Background: an optimization exercise with open tools, aiming at small area. Do not read the settings as production practice.
In this exercise RTL edits were held to simulation tests only and were not proved equivalent to the original.
Power is estimated from default activity; no workload was simulated.

==> design.v <==
module dodge_top #(
	parameter int STEP_CYCLES = 50,
	parameter int SECOND_CYCLES = 200
) (
	input  logic        clock,
	input  logic        reset,
	input  logic        go,
	input  logic        go2,
	input  logic [3:0]  buttons,
	output logic        playing,
	output logic        game_over,
	output logic [1:0]  direction,
	output logic [5:0]  player,
	output logic [24:0] block_map,
	output logic [6:0]  hex0,
	output logic [6:0]  hex1
);
	logic p, g, x;
	logic [5:0] step_timer;  
	logic [3:0] steps;       
	logic [3:0] hist;        
	logic       sec_gt5;     
	logic [3:0] ones, tens;
	logic [2:0] pcol, prow;
	logic clear, step, tick, collision, rotate, rot_ok, start;
	assign playing = p;
	assign game_over = g;
	assign player = {pcol, prow};
	assign clear = !p && !g && (go || x);
	assign start = p && x;
	assign step = p && (step_timer == 6'b001001);
	assign rotate = go2 && sec_gt5;
	assign rot_ok = p && !collision && rotate;
	logic [3:0] steps_inc;
	logic [4:0] valid;   
	logic at3;           
	assign steps_inc[0] = (!steps[0]);
	assign steps_inc[1] = (steps[0] && !steps[1]) || (!steps[0] && steps[1]);
	assign steps_inc[2] = (!steps[1] && steps[2]) || (steps[3]) || (!steps[0] && steps[2]) || (steps[0] && steps[1] && !steps[2]);
	assign steps_inc[3] = (steps[0] && steps[1] && steps[2]);
	assign valid[0] = (steps[2]) || (steps[0]) || (steps[3]) || (steps[1]);
	assign valid[1] = (steps[2]) || (steps[1]) || (steps[3]);
	assign valid[2] = (steps[2]) || (steps[3]) || (steps[0] && steps[1]);
	assign valid[3] = (steps[2]) || (steps[3]);
	assign valid[4] = (steps[0] && steps[2]) || (steps[3]) || (steps[1] && steps[2]);
	assign at3 = (steps[0] && steps[1]);
	assign tick = step && at3;
	logic b1, b2, b3, b8;  
	assign b3 = hist[3] ^ hist[2];
	assign b2 = hist[2] ^ hist[1];
	assign b1 = hist[1] ^ hist[0];
	assign b8 = hist[0] ^ hist[3];
	logic [3:0] win [5];
	assign win[0] = {hist[0], b3, b2, b1};
	assign win[1] = {hist[1], hist[0], b3, b2};
	assign win[2] = {hist[2], hist[1], hist[0], b3};
	assign win[3] = hist;
	assign win[4] = {b8, hist[3], hist[2], hist[1]};
	logic horiz, rev;
	assign horiz = direction[0] ^ x;
	assign rev = direction[1] ^ (direction[0] && !x);
	logic [4:0] hot [5];
	logic [4:0] rel [5];
	assign hot[0][0] = (win[0][0] && win[0][1] && win[0][2] && win[0][3]) || (!win[0][0] && win[0][1] && !win[0][2] && win[0][3]) || (win[0][0] && !win[0][1] && win[0][2] && !win[0][3]);
	assign hot[0][1] = (!win[0][1] && !win[0][2] && !win[0][3]) || (!win[0][0] && win[0][1] && win[0][2] && !win[0][3]) || (win[0][0] && win[0][1] && !win[0][2] && win[0][3]);
	assign hot[0][2] = (!win[0][0] && !win[0][2] && !win[0][3]) || (!win[0][0] && !win[0][1] && win[0][2] && win[0][3]) || (win[0][0] && win[0][1] && win[0][2] && !win[0][3]);
	assign hot[0][3] = (!win[0][0] && !win[0][1] && !win[0][2]) || (win[0][0] && !win[0][1] && win[0][2] && win[0][3]) || (win[0][0] && win[0][1] && !win[0][2] && !win[0][3]);
	assign hot[0][4] = (!win[0][0] && !win[0][1] && !win[0][3]) || (win[0][0] && !win[0][1] && !win[0][2] && win[0][3]) || (!win[0][0] && win[0][1] && win[0][2] && win[0][3]);
	assign rel[0] = hot[0] & {5{valid[0]}};
	assign hot[1][0] = (win[1][0] && win[1][1] && win[1][2] && win[1][3]) || (!win[1][0] && win[1][1] && !win[1][2] && win[1][3]) || (win[1][0] && !win[1][1] && win[1][2] && !win[1][3]);
	assign hot[1][1] = (!win[1][1] && !win[1][2] && !win[1][3]) || (!win[1][0] && win[1][1] && win[1][2] && !win[1][3]) || (win[1][0] && win[1][1] && !win[1][2] && win[1][3]);
	assign hot[1][2] = (!win[1][0] && !win[1][2] && !win[1][3]) || (!win[1][0] && !win[1][1] && win[1][2] && win[1][3]) || (win[1][0] && win[1][1] && win[1][2] && !win[1][3]);
	assign hot[1][3] = (!win[1][0] && !win[1][1] && !win[1][2]) || (win[1][0] && !win[1][1] && win[1][2] && win[1][3]) || (win[1][0] && win[1][1] && !win[1][2] && !win[1][3]);
	assign hot[1][4] = (!win[1][0] && !win[1][1] && !win[1][3]) || (win[1][0] && !win[1][1] && !win[1][2] && win[1][3]) || (!win[1][0] && win[1][1] && win[1][2] && win[1][3]);
	assign rel[1] = hot[1] & {5{valid[1]}};
	assign hot[2][0] = (win[2][0] && win[2][1] && win[2][2] && win[2][3]) || (!win[2][0] && win[2][1] && !win[2][2] && win[2][3]) || (win[2][0] && !win[2][1] && win[2][2] && !win[2][3]);
	assign hot[2][1] = (!win[2][1] && !win[2][2] && !win[2][3]) || (!win[2][0] && win[2][1] && win[2][2] && !win[2][3]) || (win[2][0] && win[2][1] && !win[2][2] && win[2][3]);
	assign hot[2][2] = (!win[2][0] && !win[2][2] && !win[2][3]) || (!win[2][0] && !win[2][1] && win[2][2] && win[2][3]) || (win[2][0] && win[2][1] && win[2][2] && !win[2][3]);
	assign hot[2][3] = (!win[2][0] && !win[2][1] && !win[2][2]) || (win[2][0] && !win[2][1] && win[2][2] && win[2][3]) || (win[2][0] && win[2][1] && !win[2][2] && !win[2][3]);
	assign hot[2][4] = (!win[2][0] && !win[2][1] && !win[2][3]) || (win[2][0] && !win[2][1] && !win[2][2] && win[2][3]) || (!win[2][0] && win[2][1] && win[2][2] && win[2][3]);
	assign rel[2] = hot[2] & {5{valid[2]}};
	assign hot[3][0] = (win[3][0] && win[3][1] && win[3][2] && win[3][3]) || (!win[3][0] && win[3][1] && !win[3][2] && win[3][3]) || (win[3][0] && !win[3][1] && win[3][2] && !win[3][3]);
	assign hot[3][1] = (!win[3][1] && !win[3][2] && !win[3][3]) || (!win[3][0] && win[3][1] && win[3][2] && !win[3][3]) || (win[3][0] && win[3][1] && !win[3][2] && win[3][3]);
	assign hot[3][2] = (!win[3][0] && !win[3][2] && !win[3][3]) || (!win[3][0] && !win[3][1] && win[3][2] && win[3][3]) || (win[3][0] && win[3][1] && win[3][2] && !win[3][3]);
	assign hot[3][3] = (!win[3][0] && !win[3][1] && !win[3][2]) || (win[3][0] && !win[3][1] && win[3][2] && win[3][3]) || (win[3][0] && win[3][1] && !win[3][2] && !win[3][3]);
	assign hot[3][4] = (!win[3][0] && !win[3][1] && !win[3][3]) || (win[3][0] && !win[3][1] && !win[3][2] && win[3][3]) || (!win[3][0] && win[3][1] && win[3][2] && win[3][3]);
	assign rel[3] = hot[3] & {5{valid[3]}};
	assign hot[4][0] = (win[4][0] && win[4][1] && win[4][2] && win[4][3]) || (!win[4][0] && win[4][1] && !win[4][2] && win[4][3]) || (win[4][0] && !win[4][1] && win[4][2] && !win[4][3]);
	assign hot[4][1] = (!win[4][1] && !win[4][2] && !win[4][3]) || (!win[4][0] && win[4][1] && win[4][2] && !win[4][3]) || (win[4][0] && win[4][1] && !win[4][2] && win[4][3]);
	assign hot[4][2] = (!win[4][0] && !win[4][2] && !win[4][3]) || (!win[4][0] && !win[4][1] && win[4][2] && win[4][3]) || (win[4][0] && win[4][1] && win[4][2] && !win[4][3]);
	assign hot[4][3] = (!win[4][0] && !win[4][1] && !win[4][2]) || (win[4][0] && !win[4][1] && win[4][2] && win[4][3]) || (win[4][0] && win[4][1] && !win[4][2] && !win[4][3]);
	assign hot[4][4] = (!win[4][0] && !win[4][1] && !win[4][3]) || (win[4][0] && !win[4][1] && !win[4][2] && win[4][3]) || (!win[4][0] && win[4][1] && win[4][2] && win[4][3]);
	assign rel[4] = hot[4] & {5{valid[4]}};
	logic [4:0] line [5];
	always_comb
		for (int i = 0; i < 5; i++)
			line[i] = rev ? rel[4-i] : rel[i];
	always_comb
		for (int i = 0; i < 5; i++)
			for (int j = 0; j < 5; j++)
				block_map[i*5 + j] = horiz ? line[j][i] : line[i][j];
	logic [4:0] prow_hot, pcol_hot;
	assign prow_hot[0] = (!prow[0] && !prow[1] && !prow[2]);
	assign prow_hot[1] = (prow[0] && !prow[1]);
	assign prow_hot[2] = (!prow[0] && prow[1]);
	assign prow_hot[3] = (prow[0] && prow[1]);
	assign prow_hot[4] = (prow[2]);
	assign pcol_hot[0] = (!pcol[0] && !pcol[1] && !pcol[2]);
	assign pcol_hot[1] = (pcol[0] && !pcol[1]);
	assign pcol_hot[2] = (!pcol[0] && pcol[1]);
	assign pcol_hot[3] = (pcol[0] && pcol[1]);
	assign pcol_hot[4] = (pcol[2]);
	always_comb
	begin
		collision = 1'b0;
		for (int i = 0; i < 5; i++)
			for (int j = 0; j < 5; j++)
				collision = collision | (block_map[i*5 + j] && prow_hot[i] && pcol_hot[j]);
	end
	logic [3:0] moves;
	always_comb
		case (direction)
			2'd1: moves = {buttons[0], buttons[1], buttons[3], buttons[2]};
			2'd2: moves = {buttons[2], buttons[3], buttons[0], buttons[1]};
			2'd3: moves = {buttons[1], buttons[0], buttons[2], buttons[3]};
			default: moves = buttons;
		endcase
	logic [2:0] pcol_mv, prow_mv;
	assign pcol_mv[0] = (pcol[0] && moves[3] && moves[2]) || (pcol[0] && !moves[3] && !moves[2]) || (!pcol[0] && !pcol[2] && !moves[3] && moves[2]) || (pcol[2] && moves[3] && !moves[2]) || (!pcol[0] && pcol[1] && moves[3] && !moves[2]);
	assign pcol_mv[1] = (pcol[1] && moves[3] && moves[2]) || (!pcol[0] && pcol[1] && !moves[3]) || (pcol[0] && pcol[1] && !moves[2]) || (pcol[2] && moves[3] && !moves[2]) || (pcol[0] && !pcol[1] && !moves[3] && moves[2]);
	assign pcol_mv[2] = (pcol[2] && moves[2]) || (pcol[2] && !moves[3]) || (pcol[0] && pcol[1] && !moves[3] && moves[2]);
	assign prow_mv[0] = (prow[0] && moves[1] && moves[0]) || (prow[0] && !moves[1] && !moves[0]) || (!prow[0] && !prow[2] && !moves[1] && moves[0]) || (prow[2] && moves[1] && !moves[0]) || (!prow[0] && prow[1] && moves[1] && !moves[0]);
	assign prow_mv[1] = (prow[1] && moves[1] && moves[0]) || (!prow[0] && prow[1] && !moves[1]) || (prow[0] && prow[1] && !moves[0]) || (prow[2] && moves[1] && !moves[0]) || (prow[0] && !prow[1] && !moves[1] && moves[0]);
	assign prow_mv[2] = (prow[2] && moves[0]) || (prow[2] && !moves[1]) || (prow[0] && prow[1] && !moves[1] && moves[0]);
	logic [3:0] ones_inc, tens_inc;
	logic ones_wrap, ones_five;
	assign ones_inc[0] = (!ones[0]);
	assign ones_inc[1] = (!ones[0] && ones[1]) || (ones[0] && !ones[1] && !ones[3]);
	assign ones_inc[2] = (!ones[0] && ones[2]) || (!ones[1] && ones[2]) || (ones[0] && ones[1] && !ones[2]);
	assign ones_inc[3] = (!ones[0] && ones[3]) || (ones[0] && ones[1] && ones[2]);
	assign tens_inc[0] = (!tens[0]);
	assign tens_inc[1] = (!tens[0] && tens[1]) || (tens[0] && !tens[1] && !tens[3]);
	assign tens_inc[2] = (!tens[0] && tens[2]) || (!tens[1] && tens[2]) || (tens[0] && tens[1] && !tens[2]);
	assign tens_inc[3] = (!tens[0] && tens[3]) || (tens[0] && tens[1] && tens[2]);
	assign ones_wrap = (ones[0] && ones[3]);
	assign ones_five = (ones[0] && !ones[1] && ones[2]);
	always_ff @(posedge clock)
	begin
		step_timer <= (!p || step) ? 6'd0 : {step_timer[4:0], !(step_timer[5] ^ step_timer[4])};
		if (!reset)
		begin
			p <= 1'b0;
			g <= 1'b0;
			x <= 1'b0;
			direction <= 2'd0;
			steps <= 4'd0;
			hist <= 4'b0010;
			sec_gt5 <= 1'b0;
			ones <= 4'd0;
			tens <= 4'd0;
			pcol <= 3'd2;
			prow <= 3'd2;
		end
		else
		begin
			p <= clear || (p && !collision && !rotate);
			x <= clear || rot_ok;
			g <= (p && collision) || (g && !go2);
			if (rot_ok)
				direction <= {direction[1] ^ direction[0], !direction[0]};
			if (clear)
				steps <= 4'd0;
			else if (step)
				steps <= steps_inc;
			if (step)
				hist <= {hist[2:0], b3};
			if (start)
			begin
				sec_gt5 <= 1'b0;
				ones <= 4'd0;
				tens <= 4'd0;
			end
			else if (tick)
			begin
				if (ones_five)
					sec_gt5 <= 1'b1;
				ones <= ones_inc;
				if (ones_wrap)
					tens <= tens_inc;
			end
			if (clear && !x)
			begin
				pcol <= 3'd2;
				prow <= 3'd2;
			end
			else if (step)
			begin
				pcol <= pcol_mv;
				prow <= prow_mv;
			end
		end
	end
	assign hex0[0] = (!ones[0] && !ones[1] && ones[2]) || (ones[0] && !ones[1] && !ones[2] && !ones[3]);
	assign hex0[1] = (!ones[0] && ones[1] && ones[2]) || (ones[0] && !ones[1] && ones[2]);
	assign hex0[2] = (!ones[0] && ones[1] && !ones[2]);
	assign hex0[3] = (ones[0] && !ones[1] && !ones[2]) || (!ones[0] && !ones[1] && ones[2]) || (ones[0] && ones[1] && ones[2]);
	assign hex0[4] = (ones[0]) || (!ones[1] && ones[2]);
	assign hex0[5] = (ones[1] && !ones[2]) || (ones[0] && ones[1]) || (ones[0] && !ones[2] && !ones[3]);
	assign hex0[6] = (!ones[1] && !ones[2] && !ones[3]) || (ones[0] && ones[1] && ones[2]);
	assign hex1[0] = (!tens[0] && !tens[1] && tens[2]) || (tens[0] && !tens[1] && !tens[2] && !tens[3]);
	assign hex1[1] = (!tens[0] && tens[1] && tens[2]) || (tens[0] && !tens[1] && tens[2]);
	assign hex1[2] = (!tens[0] && tens[1] && !tens[2]);
	assign hex1[3] = (tens[0] && !tens[1] && !tens[2]) || (!tens[0] && !tens[1] && tens[2]) || (tens[0] && tens[1] && tens[2]);
	assign hex1[4] = (tens[0]) || (!tens[1] && tens[2]);
	assign hex1[5] = (tens[1] && !tens[2]) || (tens[0] && tens[1]) || (tens[0] && !tens[2] && !tens[3]);
	assign hex1[6] = (!tens[1] && !tens[2] && !tens[3]) || (tens[0] && tens[1] && tens[2]);
endmodule
==> run.sh <==
#!/bin/bash
# synth_recipe.tcl (not shown) runs the flow's synth.tcl, then flattens the netlist and writes it again
# the make line also repeats each setting of config.mk as NAME=value (left out here)
make -C /OpenROAD-flow-scripts/flow DESIGN_CONFIG=/design/flow/config.mk WORK_HOME=/design/flow/orfs CLKGATE_MAP_FILE= SYNTH_SCRIPT=/design/flow/synth_recipe.tcl finish
==> config.mk <==
export PLATFORM = sky130hd
export DESIGN_NAME = dodge_top
export DESIGN_NICKNAME = dodge_top
export VERILOG_FILES = /design/flow/design.v
export SDC_FILE = /design/flow/constraint.sdc
export NUM_CORES = 4
export LEC_CHECK = 0
export ABC_AREA = 1
export CAP_MARGIN = 20
export CORE_MARGIN = 2
export CORE_UTILIZATION = 75
export SLEW_MARGIN = 20
==> constraint.sdc <==
create_clock -name core_clock -period 10.0 [get_ports {clock}]
set_input_delay 2.0000 -clock core_clock [delete_from_list [all_inputs] [get_ports {clock}]]
set_output_delay 2.0000 -clock core_clock [all_outputs]
set_load 0.01 [all_outputs]
==> results_dict.tcl, run 1 <==
set metrics [dict create \
    status "aborted with a tool error" \
    stop_stage "global placement (3_3_place_gp)" \
    error "[ERROR GPL-0301] Utilization 106.658 % exceeds 100%." \
    synth.avg_cell_area_sq_um 5.73 \
    start_util_pct 79.1 \
    synth_seq_area_share_pct 19.4 \
    synth_fp_nets 638 \
    synth_seq_cells 34 \
    synth.top_cells.by_area "dfxtp_1, nand3_1, nand2_1" \
    yosysWarningCount 5 \
    synthArstFlopShare_pct 0 \
    port_buffers 56 \
    synth-edff-count 0 \
    pin_count 57 \
    synth_cells 614 \
    synth_top_cell_area_share_pct 19.4 \
    chipWidth_microns 72.5 \
    synth.top_cells.by_count "nand2_1, nand3_1, inv_1" \
    ys_types 38 \
    synth_most_common_cell "nand2_1" \
    synth_area_sq_mm 0.00352 \
    die_h_microns 72.5 \
    post-synth-top-area-cell "dfxtp_1" \
    yosys_most_used_dff "dfxtp_1" \
    rows 24 \
]
-- cell families after synthesis --
group           share of synthesized area [%]
fa+ha+maj                                5.69
compound gates                           11.8
flops                                    19.4
simple gates                             49.7
xor+xnor                                0.712
buf+inv                                  12.7
==> run 2, diff against run 1 <==
--- a/config.mk
+++ b/config.mk
@@ -9,4 +9,4 @@
 export CAP_MARGIN = 20
 export CORE_MARGIN = 2
-export CORE_UTILIZATION = 75
+export CORE_UTILIZATION = 40
 export SLEW_MARGIN = 20
==> run 2 against run 1 <==
Effect of this change:
- now clean on timing, DRC and antenna
- synthesized cell count unchanged
- area after synthesis stayed put
==> results_dict.tcl, run 2 <==
set metrics [dict create \
    status "no timing/DRC/antenna violations" \
    port_buffers 56 \
    antenna_cells 0 \
    post-route-period-util_pct 53.9 \
    hold_path_class "flop to flop" \
    synth.top_cells.by_count "nand2_1, nand3_1, inv_1" \
    numClockSinks 34 \
    switching_share_pct 28.3 \
    rows 34 \
    synth_top_cell_area_share_pct 19.4 \
    drc_errors 0 \
    finClkSkew_ns 0.0130 \
    post_cts_buffers 0 \
    top_register "step_timer" \
    cts-root-buf "clkbuf_8" \
    path_class "flop to primary output" \
    synthArstFlopShare_pct 0 \
    post_drt_wl_per_cell_microns 14.4 \
    die_h_microns 97.8 \
    die_area_sq_mm 0.00956 \
    pre_cts_ws_ns 4.99 \
    timing.max_cap.violations 0 \
    synth_fp_nets 638 \
    p_int_uw 219 \
    setup_viol 0 \
    largest_register_ffs 6 \
    placedInstanceArea_sq_mm 0.00410 \
    worstPathRequired_ns 8.00 \
    holdPathStages 2 \
    cts_hold_buffers 0 \
    startpoint_type "flop" \
    final_antenna_net_count 0 \
    place_hpwl_microns 8660 \
    post-synth-top-area-cell "dfxtp_1" \
    fin_ws_ns 4.61 \
    slew_headroom_pct 45.3 \
    syn_to_final_growth_pct 19.2 \
    clk_pin_slew_ns 0.07 \
    antenna_found_initial 0 \
    tritoncts "yes" \
    grt_pass1_vias 3818 \
    drt_iter0_drc 339 \
    finalPower_uw 306 \
    hold_viol 0 \
    placeableCoreArea_sq_mm 0.00864 \
    chipWidth_microns 97.8 \
    totalWireLength_microns 11000 \
    fin_hold_ws_ns 0.441 \
    ys_types 38 \
    synth-edff-count 0 \
    globalplace.congestion 0.938 \
    multi_input_area_sq_mm 0.00239 \
    via_count 4220 \
    period_minus_slack_ns 5.39 \
    p_comb_share_pct 18.9 \
    yosys_most_used_dff "dfxtp_1" \
    final_cell_area_sq_mm 0.00419 \
    final_cell_mix "nand2_1, nand3_1, inv_1, nor2_1, clkdlybuf4s50_1" \
    clk_latency_ns 0.30 \
    rr_worst_depth 15 \
    worstPathArrival_ns 3.39 \
    rsz0062_at_grt "no" \
    clockBufferDepth 2 \
    post_cts_resized 0 \
    synth_cells 614 \
    nNetsFinal 680 \
    p_sw_uw 86.6 \
    fmax_ghz 0.185 \
    maxSlewViolCount 0 \
    path_max_fanout 17 \
    pin_count 57 \
    cts_htree_levels 2 \
    synth_most_common_cell "nand2_1" \
    seq_area_sq_um 681 \
    yosysWarningCount 5 \
    fillers 944 \
    p_clk_share_pct 35.7 \
    leakagePower_uw 0.00188 \
    synth_area_sq_mm 0.00352 \
    synth_seq_cells 34 \
    power.density_mw_per_mm2 73.0 \
    grt_max_degree 24 \
    grt_usage_pct 23.3 \
    layout_commonest_cell "nand2_1" \
    ir_drop_mv 0.0618 \
    end_kind "primary output" \
    tightest_slew_ns 0.821 \
    cts_made_buffers 5 \
    synth.top_cells.by_area "dfxtp_1, nand3_1, nand2_1" \
    pwr-share-seq_pct 45.4 \
    first_pass_iters 5 \
    synth_seq_area_share_pct 19.4 \
    grt_pass1_wl_microns 18400 \
    via_per_inst 5.52 \
    fin_setup_tns_ns 0 \
    drive_above_1_share_pct 3.81 \
    start_util_pct 40.7 \
    synth.avg_cell_area_sq_um 5.73 \
    grt_overflow_total 0 \
]
[run 2: cell counts after synthesis]
Identical to the previous run, type by type.
[run 2: final timing paths]
kind / start / slack, ns / endpoint
hold / removal: step_timer[1] / 0.44 / step_timer[2]
hold reg to reg: step_timer[1] / 0.44 / step_timer[2]
setup / recovery: hist[1] / 4.61 / block_map[21]
setup reg to reg: hist[1] / 6.73 / direction[0]
[run 2: area by class of cell]
cell class | instances | area share [%]
timing repair buffer | 57 | 13.5
clock buffer | 7 | 2.06
tap | 108 | 3.22
inverter | 86 | 7.76
clock inverter | 1 | 0.119
multi-input combinational | 472 | 57.1
sequential | 34 | 16.2
[run 2: stage by stage]
step / utilization, % / std cells
5_1_grt: 48.6 / 765
4_1_cts: 48.5 / 765
3_5_place_dp: 47.5 / 757
3_3_place_gp: 47.5 / 757
2_1_floorplan: - / 614
6_report: 48.6 / 765
[run 2: power groups by stage]
stage               Clock, uW  Sequential [uW]  Combinational (uW)
finish                    109              139                57.9
global route              117              139                64.4
floorplan                   0              141                33.1
detailed placement          0              142                57.6
CTS                       111              139                57.8
global placement            0              142                57.4
[run 2: logic make-up (layout without fill, tap and decap cells)]
| group | count (synthesis) | count (layout) | synth area share, % |
|---|---|---|---|
| compound gates | 72 | 72 | 11.8 |
| xor+xnor | 2 | 2 | 0.712 |
| fa+ha+maj | 16 | 16 | 5.69 |
| simple gates | 382 | 382 | 49.7 |
| buf+inv | 108 | 151 | 12.7 |
| flops | 34 | 34 | 19.4 |
[run 2: critical path, stage by stage, from the launching register on]
cell and delay (ns):
dfxtp_1 0.71, inv_2 0.25, ha_1 0.62, inv_1 0.18, nor2_1 0.21, nand2_1 0.07
nand3_1 0.12, nand3_1 0.10, nand3_1 0.15, and2_1 0.16, clkdlybuf4s50_1 0.53
[run 2: layer usage]
layer	share of wire, %	GRT usage, %
met3	5.7	4.01
met1	45	30.5
met4	2.5	8.76
met2	47	38.7
met5	0	0
==> run 3, diff against run 2 <==
==> flow/run.sh (new file) <==
#!/bin/bash
# Standard layout, with the port buffers made of the smallest buffer cell.
set -euo pipefail
bash standard.sh "BUFFER_PORTS_ARGS=-buffer_cell sky130_fd_sc_hd__buf_1" finish > standard_flow.log 2>&1
==> standard.sh (new file) <==
#!/bin/bash
# synth_recipe.tcl (not shown) runs the flow's synth.tcl, then flattens the netlist and writes it again
# the make line also repeats each setting of config.mk as NAME=value (left out here)
make -C /OpenROAD-flow-scripts/flow DESIGN_CONFIG=/design/flow/config.mk WORK_HOME=/design/flow/orfs CLKGATE_MAP_FILE= SYNTH_SCRIPT=/design/flow/synth_recipe.tcl "${@:-finish}"
--- a/config.mk
+++ b/config.mk
@@ -10,3 +10,4 @@
 export CORE_MARGIN = 2
 export CORE_UTILIZATION = 40
+export CTS_BUF_LIST = sky130_fd_sc_hd__clkbuf_4
 export SLEW_MARGIN = 20
removed: run.sh
==> run 3 against run 2 <==
Effect of this change:
- clock-buffer cell count fell by 2
- critical path depth unchanged
- maximum frequency is 6.2% higher
- critical path type unchanged
- critical endpoint is now block_map[9]
- largest power group unchanged
- highest routed layer unchanged
==> results_dict.tcl, run 3 <==
set metrics [dict create \
    cts_hold_buffers 0 \
    synth_fp_nets 638 \
    maxSlewViolCount 0 \
    globalplace.congestion 0.945 \
    fin_setup_tns_ns 0 \
    path_class "flop to primary output" \
    layout_commonest_cell "nand2_1" \
    syn_to_final_growth_pct 8.29 \
    ir_drop_mv 0.0747 \
    yosys_most_used_dff "dfxtp_1" \
    synth_seq_cells 34 \
    nNetsFinal 681 \
    clk_latency_ns 0.34 \
    cts_htree_levels 2 \
    tightest_slew_ns 0.832 \
    via_per_inst 5.38 \
    synthArstFlopShare_pct 0 \
    slowest_delay_ns 0.75 \
    startpoint_type "flop" \
    drt_iter0_drc 287 \
    grt_pass1_wl_microns 17700 \
    crit_chain "inv_2 > ha_1 > inv_1 > nor2_1 > nand2_1 > nand3_1 > nand3_1 > nand3_1 > and2_1 > buf_1" \
    grt_max_degree 24 \
    hold_viol 0 \
    finClkSkew_ns 0.00370 \
    die_h_microns 97.8 \
    clk_pin_slew_ns 0.11 \
    tritoncts "yes" \
    pin_count 57 \
    synth_area_sq_mm 0.00352 \
    cp_top_family "simple AND/OR/NAND/NOR gates" \
    finalPower_uw 262 \
    setup_viol 0 \
    period_minus_slack_ns 5.08 \
    chipWidth_microns 97.8 \
    synth_top_cell_area_share_pct 19.4 \
    numClockSinks 34 \
    rsz0062_at_grt "no" \
    final_cell_mix "nand2_1, nand3_1, inv_1, nor2_1, buf_1" \
    fmax_ghz 0.197 \
    cts-root-buf "clkbuf_4" \
    antenna_found_initial 0 \
    placeableCoreArea_sq_mm 0.00864 \
    end_kind "primary output" \
    post_cts_buffers 0 \
    final_antenna_net_count 0 \
    post-route-period-util_pct 50.8 \
    clockBufferDepth 2 \
    drive_above_1_share_pct 3.81 \
    synth_most_common_cell "nand2_1" \
    antenna_cells 0 \
    synth.avg_cell_area_sq_um 5.73 \
    grt_usage_pct 22.4 \
    critPathMostFrequentCell "nand3_1" \
    slowest_stage "dfxtp_1" \
    via_count 4117 \
    power.density_mw_per_mm2 68.9 \
    post_drt_wl_per_cell_microns 13.6 \
    hold_path_class "flop to flop" \
    cts_made_buffers 5 \
    path_max_fanout 17 \
    synth.top_cells.by_area "dfxtp_1, nand3_1, nand2_1" \
    timing.max_cap.violations 0 \
    port_buffers 56 \
    grt_pass1_vias 3761 \
    first_pass_iters 5 \
    rows 34 \
    largest_register_ffs 6 \
    post-synth-top-area-cell "dfxtp_1" \
    slew_headroom_pct 44.5 \
    synth.top_cells.by_count "nand2_1, nand3_1, inv_1" \
    totalWireLength_microns 10400 \
    drc_errors 0 \
    post_cts_resized 0 \
    leakagePower_uw 0.00173 \
    synth_seq_area_share_pct 19.4 \
    crit_buf_inv 3 \
    synth_cells 614 \
    ys_types 38 \
    yosysWarningCount 5 \
    regToRegSetupSlack_ns 6.71 \
    top_register "step_timer" \
    status "no timing/DRC/antenna violations" \
    place_hpwl_microns 8270 \
    die_area_sq_mm 0.00956 \
    grt_overflow_total 0 \
    start_util_pct 40.7 \
    synth-edff-count 0 \
    worstPathArrival_ns 3.08 \
    worstPathRequired_ns 8.00 \
]
==> run 3: power breakdown <==
part           internal [uW]  switching [uW]
combinational           15.6            31.1
sequential               137            1.80
clock                   25.9            50.8
==> run 3: cell type report <==
cell class / count / area (sq um)
clock buffer: 5 / 37.5
clock inverter: 2 / 15.0
fill: 977 / 4830
inverter: 86 / 325
multi-input combinational: 472 / 2390
sequential: 34 / 681
tap: 108 / 135
timing repair buffer: 58 / 225
==> run 3: through the flow <==
step                worst slack, ns  area, sq um  hold WS (ns)  utilization [%]  std cells
finish                         4.92         3810         0.449             44.1        765
global route                   4.65         3810         0.476             44.1        765
CTS                            4.97         3800         0.453             44.0        764
detailed placement             5.36         3750         0.435             43.4        757
global placement               5.32         3750         0.434             43.4        757
floorplan                      6.02         3520         0.416                -        614
==> run 3: cell families (layout without fill, tap and decap cells) <==
| kind of cell | count (synthesis) | after routing | share of synthesized area, % |
|---|---|---|---|
| adders and majority gates | 16 | 16 | 5.69 |
| and+or+nand+nor | 382 | 382 | 49.7 |
| buffers and inverters | 108 | 151 | 12.7 |
| DFF | 34 | 34 | 19.4 |
| AOI/OAI and AO/OA | 72 | 72 | 11.8 |
| xor gates and xnor gates | 2 | 2 | 0.712 |
==> run 3: worst paths after layout <==
| kind | cells past startpoint | startpoint | endpoint |
|---|---|---|---|
| setup / recovery | 10 | hist[1] | block_map[9] |
| hold / removal | 2 | step_timer[1] | step_timer[2] |
| setup reg to reg | 16 | hist[1] | direction[1] |
| hold reg to reg | 2 | step_timer[1] | step_timer[2] |
==> run 3: per-layer routing <==
metal  track usage (%)  wire (microns)
met5                 0               0
met4              8.33             316
met3              2.93             642
met2              35.9            4700
met1              30.8            4770
==> run 3: worst register-to-register path: stages (launching register included) <==
cell	delay (ns)
dfxtp_1	0.75
inv_2	0.25
ha_1	0.61
inv_1	0.18
nand3_1	0.13
nand3_1	0.12
nand3_1	0.14
nand3_1	0.12
nand3_1	0.13
nand2_1	0.09
nor2_1	0.09
nand3_1	0.11
nor2_4	0.18
nand4_4	0.12
nand2_1	0.09
nand2_1	0.05
nor2_1	0.09
==> run 4, diff against run 3 <==
==> flow/run.sh (replaced) <==
#!/bin/bash
# Own layout flow: the standard synthesis, then its combinational logic re-mapped
# for area (flip-flops untouched), then the standard layout with the port
# buffers made of the smallest buffer cell. Each tool's output goes to a log here.
set -euo pipefail
here=$(cd "$(dirname "$0")" && pwd)
R=orfs/results/${FLOW_PLATFORM:-sky130hd}/dodge_top/base
bash standard.sh synth > flow_synth.log 2>&1
cp $R/1_2_yosys.v $R/1_2_yosys_standard.v
bash "$here/reabc.sh" $R/1_2_yosys_standard.v $R/1_2_yosys.v reabc_stat.txt ${FLOW_TOP:-dodge_top} > flow_reabc.log 2>&1
rm -f $R/1_synth.odb $R/1_synth.sdc
bash standard.sh "BUFFER_PORTS_ARGS=-buffer_cell sky130_fd_sc_hd__buf_1" finish > flow_layout.log 2>&1
==> flow/abc_strong.script (new file) <==
strash
&get -n
&fraig -x
&put
dc2
balance; rewrite; refactor; balance; rewrite; rewrite -z; balance; refactor -z; rewrite -z; balance
dc2
dch -f
map -a
mfs2
strash
dc2
dch -f
map -a
topo
==> flow/reabc.sh (new file) <==
#!/bin/bash
# usage: reabc.sh NETLIST_IN NETLIST_OUT STAT_OUT TOP
set -euo pipefail
here=$(cd "$(dirname "$0")" && pwd)
LIB=${FLOW_HOME:-/OpenROAD-flow-scripts/flow}/platforms/sky130hd/lib/sky130_fd_sc_hd__tt_025C_1v80.lib
DU="-dont_use *probe* -dont_use *lpflow* -dont_use *clkbuf* -dont_use *clkinv* -dont_use *clkdly* -dont_use *dlygate* -dont_use *dlymetal* -dont_use *ha_* -dont_use *fa_* -dont_use *fah* -dont_use *dfxtp* -dont_use *conb*"
sed -e "s#LIB_FILE#$LIB#g" -e "s#NETLIST_IN#$1#" -e "s#NETLIST_OUT#$2#" -e "s#STAT_OUT#$3#" -e "s#TOP#$4#" -e "s#ABC_SCRIPT#$here/abc_strong.script#" -e "s#DONT_USE#$DU#" $here/reabc.ys > reabc_run.ys
yosys -s reabc_run.ys
==> flow/reabc.ys (new file) <==
# Re-maps the combinational logic of the standard synthesis netlist for area.
# The flip-flops stay as they are (same instances, names and cells).
read_liberty -ignore_miss_func LIB_FILE
blackbox sky130_fd_sc_hd__dfxtp_1 sky130_fd_sc_hd__dfxtp_2 sky130_fd_sc_hd__dfxtp_4 sky130_fd_sc_hd__conb_1
read_verilog NETLIST_IN
hierarchy -top TOP
flatten
rename -hide w:*.*
opt_clean -purge
abc -script ABC_SCRIPT -liberty LIB_FILE DONT_USE
opt_clean -purge
hilomap -singleton -hicell sky130_fd_sc_hd__conb_1 HI -locell sky130_fd_sc_hd__conb_1 LO
insbuf -buf sky130_fd_sc_hd__buf_1 A X
opt_clean -purge
tee -o STAT_OUT stat -liberty LIB_FILE
write_verilog -noattr -nohex -nodec NETLIST_OUT
--- a/config.mk
+++ b/config.mk
@@ -10,4 +10,6 @@
 export CORE_MARGIN = 2
 export CORE_UTILIZATION = 40
-export CTS_BUF_LIST = sky130_fd_sc_hd__clkbuf_4
+export CTS_BUF_LIST = sky130_fd_sc_hd__clkbuf_16
+export CTS_CLUSTER_DIAMETER = 500
+export CTS_CLUSTER_SIZE = 40
 export SLEW_MARGIN = 20
==> run 4 against run 3 <==
Effect of this change:
- still clean
- wire length decreased by 24%
- die area decreased by 25%
- sequential cell count unchanged
- cell area decreased by 20%
- clock-buffer cell count unchanged
- sequential power about the same
- first-iteration DRC count decreased by 20%
- total power increased by 14%
- setup slack improved by 0.38 ns
- critical endpoint is now block_map[20]
- largest power group is now the clock network
==> results_dict.tcl, run 4 <==
set metrics [dict create \
    pin_count 57 \
    clk_pin_slew_ns 0.05 \
    worstPathRequired_ns 8.00 \
    die_h_microns 84.7 \
    holdPathStages 2 \
    timing.max_cap.violations 0 \
    post_cts_resized 0 \
    power.density_mw_per_mm2 98.6 \
    post-route-period-util_pct 47.0 \
    clk_latency_ns 0.28 \
    rows 29 \
    p_sw_uw 68.2 \
    startpoint_type "flop" \
    antenna_found_initial 0 \
    post_drt_wl_per_cell_microns 13.4 \
    final_cell_area_sq_mm 0.00304 \
    place_hpwl_microns 6320 \
    pwr-share-seq_pct 46.2 \
    rsz0062_at_grt "no" \
    antenna_cells 0 \
    via_per_inst 5.48 \
    syn_to_final_growth_pct 16.9 \
    final_antenna_net_count 0 \
    grt_usage_pct 22.2 \
    placeableCoreArea_sq_mm 0.00631 \
    largest_register_ffs 6 \
    path_class "flop to primary output" \
    cts_htree_levels 2 \
    fillers 699 \
    hold_path_class "flop to flop" \
    slew_headroom_pct 29.5 \
    totalWireLength_microns 7900 \
    p_int_uw 232 \
    hold_viol 0 \
    via_count 3237 \
    end_kind "primary output" \
    synth_fp_nets 460 \
    post_cts_buffers 0 \
    tritoncts "yes" \
    clockBufferDepth 2 \
    drive_above_1_share_pct 2.33 \
    status "no timing/DRC/antenna violations" \
    ir_drop_mv 0.0798 \
    finClkSkew_ns 0.00256 \
    synth.avg_cell_area_sq_um 5.76 \
    nNetsFinal 522 \
    layout_commonest_cell "nor2_1" \
    fin_ws_ns 5.30 \
    cts_hold_buffers 0 \
    leakagePower_uw 0.00115 \
    cts-root-buf "clkbuf_16" \
    path_max_fanout 13 \
    first_pass_iters 5 \
    port_buffers 56 \
    switching_share_pct 22.7 \
    synth_area_sq_mm 0.00260 \
    maxSlewViolCount 0 \
    chipWidth_microns 84.7 \
    p_comb_share_pct 5.8 \
    grt_max_degree 22 \
    cts_made_buffers 5 \
    start_util_pct 41.2 \
    synth_cells 452 \
    drt_iter0_drc 230 \
    pre_cts_ws_ns 5.44 \
    setup_viol 0 \
    worstPathArrival_ns 2.70 \
    placedInstanceArea_sq_mm 0.00291 \
    top_register "step_timer" \
    rr_worst_depth 20 \
    grt_overflow_total 0 \
    globalplace.congestion 0.973 \
    numClockSinks 34 \
    tightest_slew_ns 1.03 \
    final_cell_mix "nor2_1, nand2_1, inv_1, buf_1, o21ai_0" \
    yosysWarningCount 5 \
    grt_pass1_wl_microns 13100 \
    grt_pass1_vias 2940 \
    die_area_sq_mm 0.00717 \
    fin_setup_tns_ns 0 \
    fmax_ghz 0.213 \
    period_minus_slack_ns 4.70 \
    drc_errors 0 \
    p_clk_share_pct 48.0 \
]
-- run 4: power groups by stage --
stage                     sequential, uW  clock (uW)  combinational, uW
after detailed placement             142           0               17.2
final                                139         144               17.4
after CTS                            139         146               17.3
after global placement               142           0               17.1
after global routing                 139         153               20.1
after floorplan                      141           0               12.0
-- run 4: path summary, 6_finish.rpt --
check | start | slack, ns | to
max reg2reg | direction[0] | 5.66 | direction[1]
max | direction[0] | 5.30 | block_map[20]
min reg2reg | step_timer[2] | 0.43 | step_timer[3]
min | step_timer[2] | 0.43 | step_timer[3]
-- run 4: layout make-up --
class | instances | area (sq um) | share of cell area [%]
Clock buffer | 5 | 125 | 4.11
Multi-Input combinational cell | 346 | 1650 | 54.4
Clock inverter | 2 | 10.0 | 0.329
Sequential cell | 34 | 681 | 22.4
Inverter | 71 | 267 | 8.76
Timing Repair Buffer | 56 | 210 | 6.91
Tap cell | 77 | 96.3 | 3.17
-- run 4: worst max-delay path, stage by stage, from the launching register on --
cell	delay (ns)
dfxtp_1	0.48
inv_1	0.16
nor2_1	0.18
nand2_1	0.07
nand2_1	0.30
inv_1	0.21
nor2_1	0.30
nor2_1	0.08
a21oi_1	0.23
nand2_1	0.07
o21ai_0	0.13
buf_1	0.19
-- run 4: per-layer routing --
metal / vias up / part of all wire [%] / GRT usage [%]
met1: 1446 / 45 / 26.7
met5: - / 0 / 0
met4: 0 / 2.6 / 8.08
met2: 126 / 46 / 39.0
li1: 1646 / - / -
met3: 19 / 6.4 / 4.42
-- run 4: through the flow --
stage | std cells | total power (uW) | utilization, % | hold WS [ns]
floorplan | 452 | 153 | - | 0.409
global placement | 584 | 159 | 46.0 | 0.424
detailed placement | 584 | 159 | 46.0 | 0.421
CTS | 591 | 302 | 48.2 | 0.433
global route | 591 | 312 | 48.2 | 0.460
finish | 591 | 300 | 48.2 | 0.433
==> run 5, diff against run 4 <==
--- a/config.mk
+++ b/config.mk
@@ -10,5 +10,5 @@
 export CORE_MARGIN = 2
 export CORE_UTILIZATION = 40
-export CTS_BUF_LIST = sky130_fd_sc_hd__clkbuf_16
+export CTS_BUF_LIST = sky130_fd_sc_hd__clkbuf_8
 export CTS_CLUSTER_DIAMETER = 500
 export CTS_CLUSTER_SIZE = 40
==> run 5 against run 4 <==
Effect of this change:
- core utilization decreased by 0.89 points
- first-iteration DRC count is 9.1% lower
- critical endpoint unchanged
- critical path type unchanged
- maximum frequency fell by 0.21%
- register-to-register slack is essentially flat
- critical path depth unchanged
- wire length decreased by 0.90%
- highest routed layer unchanged
- non-clock buffer count did not move
- global-route usage decreased by 0.56 points
==> results_dict.tcl, run 5 <==
set metrics [dict create \
    pin_count 57 \
    cts_made_buffers 5 \
    path_max_fanout 13 \
    post_cts_buffers 0 \
    post_drt_wl_per_cell_microns 13.2 \
    via_per_inst 5.42 \
    chipWidth_microns 84.7 \
    path_class "flop to primary output" \
    maxSlewViolCount 0 \
    multi_input_area_sq_mm 0.00165 \
    post_cts_resized 0 \
    fillers 703 \
    place_hpwl_microns 6320 \
    fmax_ghz 0.212 \
    tritoncts "yes" \
    final_antenna_net_count 0 \
    grt_max_degree 22 \
    yosysWarningCount 5 \
    drive_above_1_share_pct 2.33 \
    die_h_microns 84.7 \
    hold_path_class "flop to flop" \
    synth_cells 452 \
    placeableCoreArea_sq_mm 0.00631 \
    die_area_sq_mm 0.00717 \
    finClkSkew_ns 0.00331 \
    largest_register_ffs 6 \
    nNetsFinal 522 \
    syn_to_final_growth_pct 14.8 \
    clk_latency_ns 0.28 \
    final_cell_mix "nor2_1, nand2_1, inv_1, buf_1, o21ai_0" \
    worstPathArrival_ns 2.71 \
    synth_area_sq_mm 0.00260 \
    cts-root-buf "clkbuf_8" \
    via_count 3206 \
    drc_errors 0 \
    port_buffers 56 \
    worstPathRequired_ns 8.00 \
    hold_viol 0 \
    leakagePower_uw 0.00112 \
    start_util_pct 41.2 \
    synth_fp_nets 460 \
    slew_headroom_pct 21.3 \
    setup_viol 0 \
    first_pass_iters 7 \
    grt_usage_pct 21.6 \
    end_kind "primary output" \
    cts_hold_buffers 0 \
    rows 29 \
    antenna_found_initial 0 \
    tightest_slew_ns 1.15 \
    totalWireLength_microns 7830 \
    grt_pass1_vias 2923 \
    startpoint_type "flop" \
    seq_area_sq_um 681 \
    antenna_cells 0 \
    status "no timing/DRC/antenna violations" \
    placedInstanceArea_sq_mm 0.00291 \
    synth.avg_cell_area_sq_um 5.76 \
    globalplace.congestion 0.973 \
    fin_setup_tns_ns 0 \
    drt_iter0_drc 209 \
    cts_htree_levels 2 \
    grt_overflow_total 0 \
    rsz0062_at_grt "no" \
    final_cell_area_sq_mm 0.00299 \
    clk_pin_slew_ns 0.06 \
    grt_pass1_wl_microns 12900 \
    clockBufferDepth 2 \
    numClockSinks 34 \
    post-route-period-util_pct 47.1 \
    top_register "step_timer" \
    ir_drop_mv 0.0696 \
    timing.max_cap.violations 0 \
    layout_commonest_cell "nor2_1" \
    power.density_mw_per_mm2 83.8 \
    period_minus_slack_ns 4.71 \
]
-- run 5: changes by cell type in the layout (fill, tap and decap cells not counted) --
cell       previous run  this run
clkbuf_8              0         5
clkbuf_16             5         0
-- run 5: critical path, stage by stage (launching register included) --
cell and delay, ns:
dfxtp_1 0.49, inv_1 0.16, nor2_1 0.18, nand2_1 0.07, nand2_1 0.30, inv_1 0.21
nor2_1 0.31, nor2_1 0.08, a21oi_1 0.24, nand2_1 0.07, o21ai_0 0.13, buf_1 0.19
-- run 5: final timing paths --
check / slack (ns) / start / depth (start not counted) / endpoint
setup / recovery: 5.29 / direction[0] / 11 / block_map[20]
hold / removal: 0.44 / step_timer[2] / 2 / step_timer[3]
setup reg to reg: 5.66 / direction[0] / 20 / direction[1]
hold reg to reg: 0.44 / step_timer[2] / 2 / step_timer[3]
-- run 5: final cells by class --
type / count / share of cell area [%]
clock inverters: 2 / 0.335
clock buffers: 5 / 2.30
flip-flops and latches: 34 / 22.8
well taps: 77 / 3.23
multi-input cells: 346 / 55.4
repair buffers: 56 / 7.04
inverters: 71 / 8.92
-- run 5: power by group --
group	internal [uW]	switching, uW	leakage, uW
Clock	46.7	47.9	0.0000438
Sequential	137	1.43	0.000275
Combinational	4.91	12.5	0.000804
-- run 5: routing by layer --
metal / vias to the layer above / routed length, microns / GRT usage [%] / share of wire (%)
met3: 20 / 527 / 3.83 / 6.7
met1: 1404 / 3460 / 26.4 / 44
met4: 0 / 182 / 7.07 / 2.3
met5: - / 0 / 0 / 0
li1: 1647 / - / - / -
met2: 135 / 3660 / 38.4 / 47
-- run 5: per-stage QoR --
step / power (uW) / setup slack (ns) / hold slack, ns / util, % / instances
2_1_floorplan: 153 / 5.98 / 0.409 / - / 452
3_3_place_gp: 159 / 5.54 / 0.424 / 46.0 / 584
3_5_place_dp: 159 / 5.44 / 0.421 / 46.0 / 584
4_1_cts: 253 / 5.14 / 0.435 / 47.3 / 591
5_1_grt: 263 / 4.92 / 0.463 / 47.3 / 591
6_report: 250 / 5.29 / 0.435 / 47.3 / 591
==> run 6, diff against run 5 <==
--- a/config.mk
+++ b/config.mk
@@ -10,6 +10,4 @@
 export CORE_MARGIN = 2
 export CORE_UTILIZATION = 40
-export CTS_BUF_LIST = sky130_fd_sc_hd__clkbuf_8
-export CTS_CLUSTER_DIAMETER = 500
-export CTS_CLUSTER_SIZE = 40
+export CTS_BUF_LIST = sky130_fd_sc_hd__clkbuf_4
 export SLEW_MARGIN = 20
==> run 6 against run 5 <==
Effect of this change:
- critical endpoint unchanged
- critical path type unchanged
- cell count is the same
- highest routed layer unchanged
- cell area shrank 1.0%
- combinational power is essentially flat
- maximum frequency shrank 1.1%
- sequential cell count is the same
==> results_dict.tcl, run 6 <==
set metrics [dict create \
    ir_drop_mv 0.0586 \
    end_kind "primary output" \
    placeableCoreArea_sq_mm 0.00631 \
    startpoint_type "flop" \
    post_cts_buffers 0 \
    fin_hold_ws_ns 0.440 \
    via_per_inst 5.51 \
    tightest_slew_ns 1.13 \
    syn_to_final_growth_pct 13.6 \
    fmax_ghz 0.210 \
    first_pass_iters 5 \
    setup_viol 0 \
    finClkSkew_ns 0.00385 \
    cts_htree_levels 2 \
    via_count 3255 \
    yosysWarningCount 5 \
    drt_iter0_drc 268 \
    grt_pass1_wl_microns 12900 \
    placedInstanceArea_sq_mm 0.00291 \
    antenna_found_initial 0 \
    globalplace.congestion 0.973 \
    largest_register_ffs 6 \
    top_register "step_timer" \
    p_int_uw 167 \
    hold_viol 0 \
    tritoncts "yes" \
    crit_chain "inv_1 > nor2_1 > nand2_1 > nand2_1 > inv_1 > nor2_1 > nor2_1 > a21oi_1 > nand2_1 > o21ai_0 > buf_1" \
    antenna_cells 0 \
    p_sw_uw 58.3 \
    period_minus_slack_ns 4.76 \
    pre_cts_ws_ns 5.44 \
    die_area_sq_mm 0.00717 \
    rsz0062_at_grt "no" \
    leakagePower_uw 0.00111 \
    final_cell_mix "nor2_1, nand2_1, inv_1, buf_1, o21ai_0" \
    final_cell_area_sq_mm 0.00296 \
    hold_path_class "flop to flop" \
    grt_overflow_total 0 \
    synth.avg_cell_area_sq_um 5.76 \
    totalWireLength_microns 7850 \
    clk_latency_ns 0.33 \
    nNetsFinal 522 \
    worstPathRequired_ns 8.00 \
    grt_usage_pct 21.7 \
    die_h_microns 84.7 \
    pwr-share-seq_pct 61.4 \
    clockBufferDepth 2 \
    clk_pin_slew_ns 0.10 \
    fin_ws_ns 5.24 \
    synth_area_sq_mm 0.00260 \
    pin_count 57 \
    power.density_mw_per_mm2 76.3 \
    p_comb_share_pct 7.7 \
    port_buffers 56 \
    layout_commonest_cell "nor2_1" \
    cts_hold_buffers 0 \
    slowest_delay_ns 0.50 \
    timing.max_cap.violations 0 \
    worstPathArrival_ns 2.76 \
    grt_max_degree 22 \
    p_clk_share_pct 30.9 \
    fin_setup_tns_ns 0 \
    post-route-period-util_pct 47.6 \
    path_max_fanout 13 \
    final_antenna_net_count 0 \
    cp_top_family "simple AND/OR/NAND/NOR gates" \
    status "no timing/DRC/antenna violations" \
    final_core_util_pct 46.8 \
    maxSlewViolCount 0 \
    cts-root-buf "clkbuf_4" \
    cts_made_buffers 5 \
    post_drt_wl_per_cell_microns 13.3 \
    drc_errors 0 \
    place_hpwl_microns 6320 \
    synth_fp_nets 460 \
    switching_share_pct 25.9 \
    chipWidth_microns 84.7 \
    crit_buf_inv 3 \
    numClockSinks 34 \
    grt_pass1_vias 2924 \
    slew_headroom_pct 22.6 \
    rows 29 \
    slowest_stage "dfxtp_1" \
    path_class "flop to primary output" \
    drive_above_1_share_pct 2.33 \
    start_util_pct 41.2 \
    synth_cells 452 \
    post_cts_resized 0 \
]
run 6: final timing paths:
path / from / slack (ns) / cells past startpoint / end
worst min-delay path: step_timer[2] / 0.44 / 2 / step_timer[3]
worst max register to register: direction[0] / 5.65 / 20 / direction[1]
worst max-delay path: direction[0] / 5.24 / 11 / block_map[20]
worst min register to register: step_timer[2] / 0.44 / 2 / step_timer[3]
run 6: power by group through the flow:
stage	sequential, uW	combinational, uW	clock, uW
3_3_place_gp	142	17.1	0
2_1_floorplan	141	12.0	0
3_5_place_dp	142	17.2	0
5_1_grt	139	20.0	79.4
6_report	138	17.4	69.6
4_1_cts	138	17.2	73.2
run 6: worst min-delay path, stage by stage, from the launching register on:
cell	delay, ns
dfxtp_1	0.32
inv_1	0.05
nor2_1	0.04
run 6: stage by stage:
stage | instances | power, uW
final | 591 | 225
after global routing | 591 | 238
after CTS | 591 | 229
after detailed placement | 584 | 159
after global placement | 584 | 159
after floorplan | 452 | 153
run 6: final cells by class:
cell class                 instances  area, sq um
inverter                          71          267
tap                               77         96.3
clock buffer                       5         37.5
clock inverter                     2         10.0
multi-input combinational        346         1650
timing repair buffer              56          210
fill                             709         3360
sequential                        34          681
run 6: metal layers:
metal	vias to the layer above	routed length, microns	share of wire (%)	global-route usage [%]
met5	-	0	0	0
met4	0	203	2.6	7.07
met3	23	567	7.2	4.13
met2	147	3600	46	38.4
met1	1438	3480	44	26.2
li1	1647	-	-	-
==> run 7, diff against run 6 <==
--- a/flow/run.sh
+++ b/flow/run.sh
@@ -10,3 +10,3 @@
 bash "$here/reabc.sh" $R/1_2_yosys_standard.v $R/1_2_yosys.v reabc_stat.txt ${FLOW_TOP:-dodge_top} > flow_reabc.log 2>&1
 rm -f $R/1_synth.odb $R/1_synth.sdc
-bash standard.sh "BUFFER_PORTS_ARGS=-buffer_cell sky130_fd_sc_hd__buf_1" finish > flow_layout.log 2>&1
+bash standard.sh "BUFFER_PORTS_ARGS=-buffer_cell sky130_fd_sc_hd__buf_1" "CTS_ARGS=-root_buf sky130_fd_sc_hd__clkbuf_8 -buf_list sky130_fd_sc_hd__clkbuf_8 -dont_use_dummy_load -sink_clustering_enable -sink_clustering_size 50 -sink_clustering_max_diameter 500" finish > flow_layout.log 2>&1
==> run 7 against run 6 <==
Effect of this change:
- sequential cell count stayed put
- largest cell class unchanged
- critical path depth unchanged
- highest routed layer unchanged
- still clean
- cell count is 0.34% lower
- hold slack got worse by 0.0047 ns
- wire length is 0.14% higher
- non-clock buffer count unchanged
- critical endpoint unchanged
- register-to-register slack improved by 0.04 ns
==> results_dict.tcl, run 7 <==
set metrics [dict create \
    status "no timing/DRC/antenna violations" \
    fin_hold_ws_ns 0.435 \
    clockBufferDepth 2 \
    synth_fp_nets 460 \
    clk_pin_slew_ns 0.06 \
    drt_iter0_drc 244 \
    worstPathArrival_ns 2.71 \
    chipWidth_microns 84.7 \
    dr.max_layer_used "met4" \
    post-route-period-util_pct 47.1 \
    hold_path_class "flop to flop" \
    end_kind "primary output" \
    post_cts_buffers 0 \
    hold_viol 0 \
    power.density_mw_per_mm2 82.2 \
    start_util_pct 41.2 \
    via_count 3230 \
    timing.max_cap.violations 0 \
    top_register "step_timer" \
    grt_usage_pct 21.6 \
    post_drt_wl_per_cell_microns 13.4 \
    fin_ws_ns 5.29 \
    grt_pass1_vias 2926 \
    finClkSkew_ns 0.00718 \
    nNetsFinal 522 \
    antenna_found_initial 0 \
    fillers 705 \
    layout_commonest_cell "nor2_1" \
    drc_errors 0 \
    tightest_slew_ns 1.17 \
    final_cell_mix "nor2_1, nand2_1, inv_1, buf_1, o21ai_0" \
    slowest_stage "dfxtp_1" \
    route.met2.wl_microns 3670 \
    synth_area_sq_mm 0.00260 \
    drive_above_1_share_pct 1.95 \
    largest_register_ffs 6 \
    synth_cells 452 \
    ir_drop_mv 0.0691 \
    cts_made_buffers 5 \
    grt_pass1_wl_microns 12900 \
    slew_headroom_pct 20.2 \
    fmax_ghz 0.212 \
    grt_overflow_total 0 \
    slowest_delay_ns 0.49 \
    worstPathRequired_ns 8.00 \
    timing.rr.start "direction[0]" \
    post_cts_resized 0 \
    tritoncts "yes" \
    crit_buf_inv 3 \
    period_minus_slack_ns 4.71 \
    wl_met1_microns 3490 \
    wl_met3_microns 532 \
    via_per_inst 5.48 \
    yosysWarningCount 5 \
    hp-start "step_timer[2]" \
    cts-root-buf "clkbuf_8" \
    leakagePower_uw 0.00111 \
    startpoint_type "flop" \
    maxSlewViolCount 0 \
    final_core_util_pct 47.1 \
    fin_setup_tns_ns 0 \
    post-place-cells 584 \
    port_buffers 56 \
    totalWireLength_microns 7870 \
    pin_count 57 \
    die_area_sq_mm 0.00717 \
    die_h_microns 84.7 \
    setup_viol 0 \
    grt_max_degree 22 \
    cts_htree_levels 2 \
    regToRegSetupSlack_ns 5.69 \
    placeableCoreArea_sq_mm 0.00631 \
    cts_hold_buffers 0 \
    synth.avg_cell_area_sq_um 5.76 \
    syn_to_final_growth_pct 14.4 \
    antenna_cells 0 \
    final_cells 589 \
    cp_top_family "simple AND/OR/NAND/NOR gates" \
    critPathLaunch "direction[0]" \
    path_class "flop to primary output" \
    rows 29 \
    numClockSinks 34 \
    globalplace.congestion 0.973 \
    rsz0062_at_grt "no" \
    clk_latency_ns 0.28 \
    final_antenna_net_count 0 \
    crit_chain "inv_1 > nor2_1 > nand2_1 > nand2_1 > inv_1 > nor2_1 > nor2_1 > a21oi_1 > nand2_1 > o21ai_0 > buf_1" \
    place_hpwl_microns 6320 \
    path_max_fanout 13 \
    pre_cts_ws_ns 5.44 \
    first_pass_iters 6 \
]
## run 7: where the power goes
part,switching (uW),leakage (uW),internal (uW)
Sequential,1.46,0.000275,137
Combinational,12.5,0.000804,4.91
Clock,43.9,0.0000359,44.8
## run 7: layout make-up
class                      instances  area (sq um)  area share, %
multi-input combinational        346          1650           55.6
inverter                          71           267           8.95
sequential                        34           681           22.9
timing repair buffer              56           210           7.06
clock buffer                       5          68.8           2.31
tap                               77          96.3           3.24
## run 7: worst paths after layout
| check | end | depth (start not counted) |
|---|---|---|
| setup / recovery | block_map[20] | 11 |
| hold / removal | step_timer[3] | 2 |
| setup reg to reg | direction[1] | 20 |
| hold reg to reg | step_timer[3] | 2 |
## run 7: tightest hold or removal path, stage by stage, from the launching register on
cell and delay (ns):
dfxtp_1 0.31, inv_1 0.05, nor2_1 0.04
## run 7: through the flow
step           power (uW)  area (sq um)
4_1_cts               247          2970
3_5_place_dp          159          2910
6_report              245          2980
2_1_floorplan         153          2600
3_3_place_gp          159          2910
5_1_grt               257          2980
## run 7: per-layer routing
layer | up-vias | global-route usage, %
li1 | 1644 | -
met1 | 1423 | 26.3
met2 | 145 | 38.5
met3 | 18 | 3.83
met4 | 0 | 7.07
met5 | - | 0
==> run 8, diff against run 7 <==
--- a/flow/run.sh
+++ b/flow/run.sh
@@ -10,3 +10,3 @@
 bash "$here/reabc.sh" $R/1_2_yosys_standard.v $R/1_2_yosys.v reabc_stat.txt ${FLOW_TOP:-dodge_top} > flow_reabc.log 2>&1
 rm -f $R/1_synth.odb $R/1_synth.sdc
-bash standard.sh "BUFFER_PORTS_ARGS=-buffer_cell sky130_fd_sc_hd__buf_1" "CTS_ARGS=-root_buf sky130_fd_sc_hd__clkbuf_8 -buf_list sky130_fd_sc_hd__clkbuf_8 -dont_use_dummy_load -sink_clustering_enable -sink_clustering_size 50 -sink_clustering_max_diameter 500" finish > flow_layout.log 2>&1
+bash standard.sh "BUFFER_PORTS_ARGS=-buffer_cell sky130_fd_sc_hd__buf_1" "CTS_ARGS=-root_buf sky130_fd_sc_hd__clkbuf_4 -buf_list sky130_fd_sc_hd__clkbuf_4 -dont_use_dummy_load -sink_clustering_enable -sink_clustering_size 20 -sink_clustering_max_diameter 100" finish > flow_layout.log 2>&1
==> run 8 against run 7 <==
Effect of this change:
- still clean
- sequential share of layout area rose by 0.24 points
- combinational power barely moved
- clock power fell by 27%
- wire length fell by 0.55%
- core utilization fell by 0.50 points
- sequential cell count did not move
- synthesized cell count did not move
- clock skew rose by 0.0056 ns
- total power fell by 9.8%
- critical path depth fell by 3
- non-clock buffer count did not move
- critical endpoint is now block_map[14]
- largest power group unchanged
==> results_dict.tcl, run 8 <==
set metrics [dict create \
    post_cts_resized 0 \
    path_class "flop to primary output" \
    final_cell_mix "nor2_1, nand2_1, inv_1, buf_1, o21ai_0" \
    whs_endpoint "step_timer[3]" \
    grt_max_degree 22 \
    die_h_microns 84.7 \
    rows 29 \
    tightest_slew_ns 1.17 \
    largest_register_ffs 6 \
    drt_iter0_drc 259 \
    post-route-period-util_pct 47.7 \
    timing.max_cap.violations 0 \
    placeableCoreArea_sq_mm 0.00631 \
    regToRegSetupSlack_ns 5.68 \
    path_max_fanout 9 \
    synth_cells 452 \
    synth.avg_cell_area_sq_um 5.76 \
    grt_overflow_total 0 \
    pre_cts_ws_ns 5.44 \
    port_buffers 56 \
    hold_path_class "flop to flop" \
    finClkSkew_ns 0.0128 \
    top_register "step_timer" \
    fillers 709 \
    fmax_ghz 0.209 \
    p_clk_share_pct 29.4 \
    power.density_mw_per_mm2 74.9 \
    multi_input_area_sq_mm 0.00165 \
    clk_latency_ns 0.33 \
    cts_hold_buffers 0 \
    pin_count 57 \
    cts_made_buffers 5 \
    leakagePower_uw 0.00110 \
    seq_area_sq_um 681 \
    cts-root-buf "clkbuf_4" \
    grt_pass1_vias 2930 \
    syn_to_final_growth_pct 13.2 \
    rsz0062_at_grt "no" \
    antenna_found_initial 0 \
    p_sw_uw 55.3 \
    nNetsFinal 522 \
    first_pass_iters 5 \
    cts_htree_levels 2 \
    clockBufferDepth 2 \
    rr_worst_depth 20 \
    layout_commonest_cell "nor2_1" \
    timing.rr.start "direction[0]" \
    post_drt_wl_per_cell_microns 13.3 \
    tritoncts "yes" \
    synth_area_sq_mm 0.00260 \
    clk_pin_slew_ns 0.10 \
    totalWireLength_microns 7820 \
    place_hpwl_microns 6320 \
    antenna_cells 0 \
    fin_ws_ns 5.23 \
    grt_usage_pct 21.7 \
    hold_viol 0 \
    setup_viol 0 \
    period_minus_slack_ns 4.77 \
    worstPathRequired_ns 8.00 \
    fin_setup_tns_ns 0 \
    numClockSinks 34 \
    startpoint_type "flop" \
    via_per_inst 5.48 \
    grt_pass1_wl_microns 12900 \
    drive_above_1_share_pct 1.95 \
    p_comb_share_pct 7.9 \
    end_kind "primary output" \
    die_area_sq_mm 0.00717 \
    r2r-end "direction[1]" \
    holdPathStages 2 \
    switching_share_pct 25.1 \
    ir_drop_mv 0.0671 \
    maxSlewViolCount 0 \
    pwr-share-seq_pct 62.7 \
    post_cts_buffers 0 \
    globalplace.congestion 0.973 \
    status "no timing/DRC/antenna violations" \
    p_int_uw 165 \
    yosysWarningCount 5 \
    via_count 3226 \
    worstPathArrival_ns 2.77 \
    hp-start "step_timer[2]" \
    chipWidth_microns 84.7 \
    synth_fp_nets 460 \
    slew_headroom_pct 19.7 \
    final_antenna_net_count 0 \
    start_util_pct 41.2 \
    drc_errors 0 \
]
-- run 8: power by group through the flow --
stage                     registers, uW  logic [uW]  clock network (uW)
after floorplan                     141        12.0                   0
after global placement              142        17.1                   0
after detailed placement            142        17.2                   0
after CTS                           138        17.2                68.0
after global routing                139        20.0                73.5
final                               138        17.4                64.9
-- run 8: worst max path at each step --
stage,from,endpoint,slack (ns),depth (start not counted)
floorplan,direction[0],block_map[11],5.98,5
CTS,direction[0],block_map[13],5.07,6
global route,direction[0],block_map[20],4.84,11
global placement,direction[0],block_map[13],5.54,6
detailed placement,direction[0],block_map[13],5.44,6
finish,hist[3],block_map[14],5.23,8
-- run 8: cell type report --
cell class              count  area share, %
well taps                  77           3.27
repair buffers             56           7.14
inverters                  71           9.05
flip-flops and latches     34           23.1
multi-input cells         346           56.2
clock buffers               5           1.27
-- run 8: critical path: stages, from the launching register on --
cell	delay [ns]
dfxtp_1	0.38
inv_1	0.25
nor2_1	0.12
nor2_1	0.27
nor2_1	0.06
a2111oi_0	0.92
nand2_1	0.09
o21ai_0	0.18
buf_1	0.19
-- run 8: layer usage --
metal  vias to the layer above  part of all wire (%)  global-route usage [%]
li1                       1645                     -                       -
met3                        18                   7.1                    4.13
met2                       147                    47                    38.5
met4                         0                   2.2                    7.07
met5                         -                     0                       0
met1                      1416                    44                    26.2
-- run 8: metrics by stage --
stage / util, % / power [uW] / hold WS [ns] / cells / area, sq um
final: 46.7 / 221 / 0.440 / 589 / 2950
after global routing: 46.7 / 232 / 0.470 / 589 / 2950
after CTS: 46.6 / 224 / 0.440 / 589 / 2940
after detailed placement: 46.0 / 159 / 0.421 / 584 / 2910
after global placement: 46.0 / 159 / 0.424 / 584 / 2910
after floorplan: - / 153 / 0.409 / 452 / 2600

## what the ideal ports hide
Ports are ideal in the flow. The routed layouts listed here were re-timed in OpenROAD.
Step 1 assumes that a clkbuf_16 drives the clock port and a buf_2 every other input.
Step 2 also shifts input and output timing later by t, the mid clock arrival at the registers, as if the neighbouring blocks saw the same clock.
Slacks: ideal / step 1 / step 2; pairs: ideal / step 1.
run | t, ns | setup WS [ns] | worst data-port slew with drivers (ns)
run 2 | 0.326 | 4.608 / 4.572 / 4.898 | 0.04
run 3 | 0.373 | 4.920 / 4.890 / 5.263 | 0.03
run 4 | 0.307 | 5.296 / 5.263 / 5.570 | 0.03
run 5 | 0.304 | 5.286 / 5.260 / 5.565 | 0.03
run 6 | 0.348 | 5.236 / 5.212 / 5.561 | 0.03
run 7 | 0.300 | 5.288 / 5.262 / 5.562 | 0.03
run 8 | 0.347 | 5.226 / 5.202 / 5.549 | 0.03
After both steps every run listed still meets setup and hold.
